From an optimization exercise on the open Yosys and OpenROAD flow, aimed at small area and a short achievable clock period; shortcuts taken in it are not production practice. In this exercise RTL edits were held to simulation tests only and were not proved equivalent to the original. Power figures rest on the tool's default switching activity, not on a simulated workload.

// booth_mul32
module booth_mul32
(
  input  logic        i_clkp,
  input  logic        i_reset,
  input  logic [31:0] i_multa,
  input  logic [31:0] i_multb,
  output logic [63:0] o_product
);
For scale: about 3300 cells after synthesis, about 350 flip-flops, about 130 I/O pins, about 0.030 mm2 of cells after synthesis.
Settings: LEC_CHECK=0, ABC_AREA=1, CAP_MARGIN=60, CORE_MARGIN=2, CORE_UTILIZATION=40, GPL_ROUTABILITY_DRIVEN=0, SETUP_SLACK_MARGIN=3.3, SLEW_MARGIN=60, SYNTH_HIERARCHICAL=1; clock period 6.5 ns.
standard.sh (not shown) runs the stock make flow with config.mk's settings and CLKGATE_MAP_FILE= SYNTH_SCRIPT=/design/flow/synth_recipe.tcl, a recipe that flattens the netlist after the stock synthesis.
==> flow/flow/run.sh <==
#!/bin/bash
# Layout flow: the standard layout (standard.sh, unchanged synthesis and
# steps), with the port buffers that global placement inserts made plain
# buf_2 cells instead of the default delay buffer. All of make's output goes
# to flow_make.log in this folder; ORFS keeps each step's log under orfs/logs.
set -euo pipefail
bash standard.sh "BUFFER_PORTS_ARGS=-buffer_cell sky130_fd_sc_hd__buf_2" finish > flow_make.log 2>&1
The baseline completed with no timing, DRC or antenna violations.
Rerun with:
Settings changed: CORE_UTILIZATION 40 to 35, CTS_CLUSTER_DIAMETER from default to 150, CTS_CLUSTER_SIZE from default to 20.
Sequential share of layout area climbs by 0.63 points.
Via count drops by about 1.1%.
Design area drops by about 3%.
Clock power drops by 45%.
Routed wire length climbs by 0.90%.
Register-to-register slack barely changes.
Core utilization drops by 6.9 points.
Combinational power drops by about 9%.
Hold slack loses 7.3 ps.
Die area climbs by about 14%.
Rerun with:
Settings changed: CORE_UTILIZATION 35 to 40, SETUP_SLACK_MARGIN 3.3 to 3.35.
Wire length came out lower slightly.
Worst setup slack is better by 13 ps.
Clock skew came out lower by 5.5 ps.
Combinational power came out higher by roughly a tenth.
Cell area came out higher slightly.
Area after synthesis is unchanged.
Maximum frequency came out higher slightly.
Clock-buffer cell count does not change.
Rerun with:
Settings changed: SETUP_SLACK_MARGIN 3.35 to 3.2.
Effect: First-iteration DRC count drops by 2.1%. Final cell count went down by 0.59%. Wire length shrinks by 0.67%. Non-clock buffer count falls by 22. Total power falls by 7.3%. Die area stays the same. Worst setup slack gets worse by 110 ps. Global-route usage decreases by 0.10 points. Sequential share of layout area went up by 0.45 points. Hold slack barely changes.
Rerun with:
Settings changed: CTS_CLUSTER_DIAMETER 150 to 120, CTS_CLUSTER_SIZE 20 to 16, SETUP_SLACK_MARGIN 3.2 to 3.3.
Global-route usage went up by 0.20 points.
Flip-flop and latch count stays the same.
Setup slack gains 95 ps.
Register-to-register slack gains 95 ps.
Non-clock buffer count goes up by 14.
Sequential power hardly moves.
Count of clock-buffer cells in the layout went up by 6.
Synthesized cell count does not change.
Wire length increases by 1.3%.
Cell count increases by 0.52%.

========
Another version of the RTL of booth_mul32 (not shown whole).
For scale: about 3400 cells after synthesis, roughly 350 flip-flops, roughly 130 I/O pins, about 0.030 mm^2 of cells after synthesis.
==> flow/config.mk <==
export PLATFORM = sky130hd
export DESIGN_NAME = booth_mul32
export DESIGN_NICKNAME = booth_mul32
export VERILOG_FILES = /design/flow/design.v
export SDC_FILE = /design/flow/constraint.sdc
export NUM_CORES = 4
export LEC_CHECK = 0
export ABC_AREA = 1
export CAP_MARGIN = 60
export CORE_MARGIN = 2
export CORE_UTILIZATION = 50
export SETUP_SLACK_MARGIN = 3.0
export SLEW_MARGIN = 60
export SYNTH_HIERARCHICAL = 1
==> flow/constraint.sdc <==
create_clock -name core_clock -period 6.5 [get_ports {i_clkp}]
set_input_delay 1.3000 -clock core_clock [delete_from_list [all_inputs] [get_ports {i_clkp}]]
set_output_delay 1.3000 -clock core_clock [all_outputs]
set_load 0.01 [all_outputs]
run.sh (not shown) runs the stock make flow with config.mk's settings and CLKGATE_MAP_FILE= SYNTH_SCRIPT=/design/flow/synth_recipe.tcl, a recipe that flattens the netlist after the stock synthesis.
Stock flow here: none of the scripts above is used.
Next try:
CAP_MARGIN = 20   (was 60)
SLEW_MARGIN = 20   (was 60)
Outcome: Routed wire length is higher by 5.5%; clock skew went up by 0.010 ns; sequential cell count is unchanged; clock-buffer cell count is lower by 7; setup slack loses 0.079 ns; clock power came out lower by about 7%; design area goes up by 0.93%; global-route usage rose by 2.0 points; utilization went up by 0.52 points.

[separate check: timing with driven ports]
Ports are ideal in the flow. The routed layouts listed here were re-timed in OpenROAD. Step 1: set_driving_cell puts a clkbuf_16 on i_clkp and a buf_2 on each other input, an assumption about the parent block. Step 2 adds t to the input delays and takes it off the output delays; t is the mean of the earliest and latest rising clock arrival at the registers after step 1. Input paths then give back, and output paths get back, about the clock's delay inside the block. Slacks: ideal ports / drivers / drivers and shift; pairs: ideal ports / drivers.
| run | t (ns) | setup WS [ns] | worst setup path at the end |
|---|---|---|---|
| the first run of note 1 | 0.641 | 3.275 / 3.275 / 2.924 | input to register |
| the second run of note 1 | 0.647 | 3.287 / 3.287 / 3.006 | input to register |
| the third run of note 1 | 0.641 | 3.299 / 3.299 / 3.001 | input to register |
| the fourth run of note 1 | 0.637 | 3.188 / 3.188 / 2.960 | input to register |
| the fifth run of note 1 | 0.688 | 3.283 / 3.283 / 2.949 | input to register |
| the first run of note 2 | 0.635 | 2.987 / 2.987 / 2.742 | input to register |
| the second run of note 2 | 0.641 | 2.908 / 2.908 / 2.667 | input to register |
After both steps setup and hold are still met in every run listed. The setup slack of the first run of note 1, which loses most, moves by 0.000 ns with the drivers and by -0.351 ns with both steps.
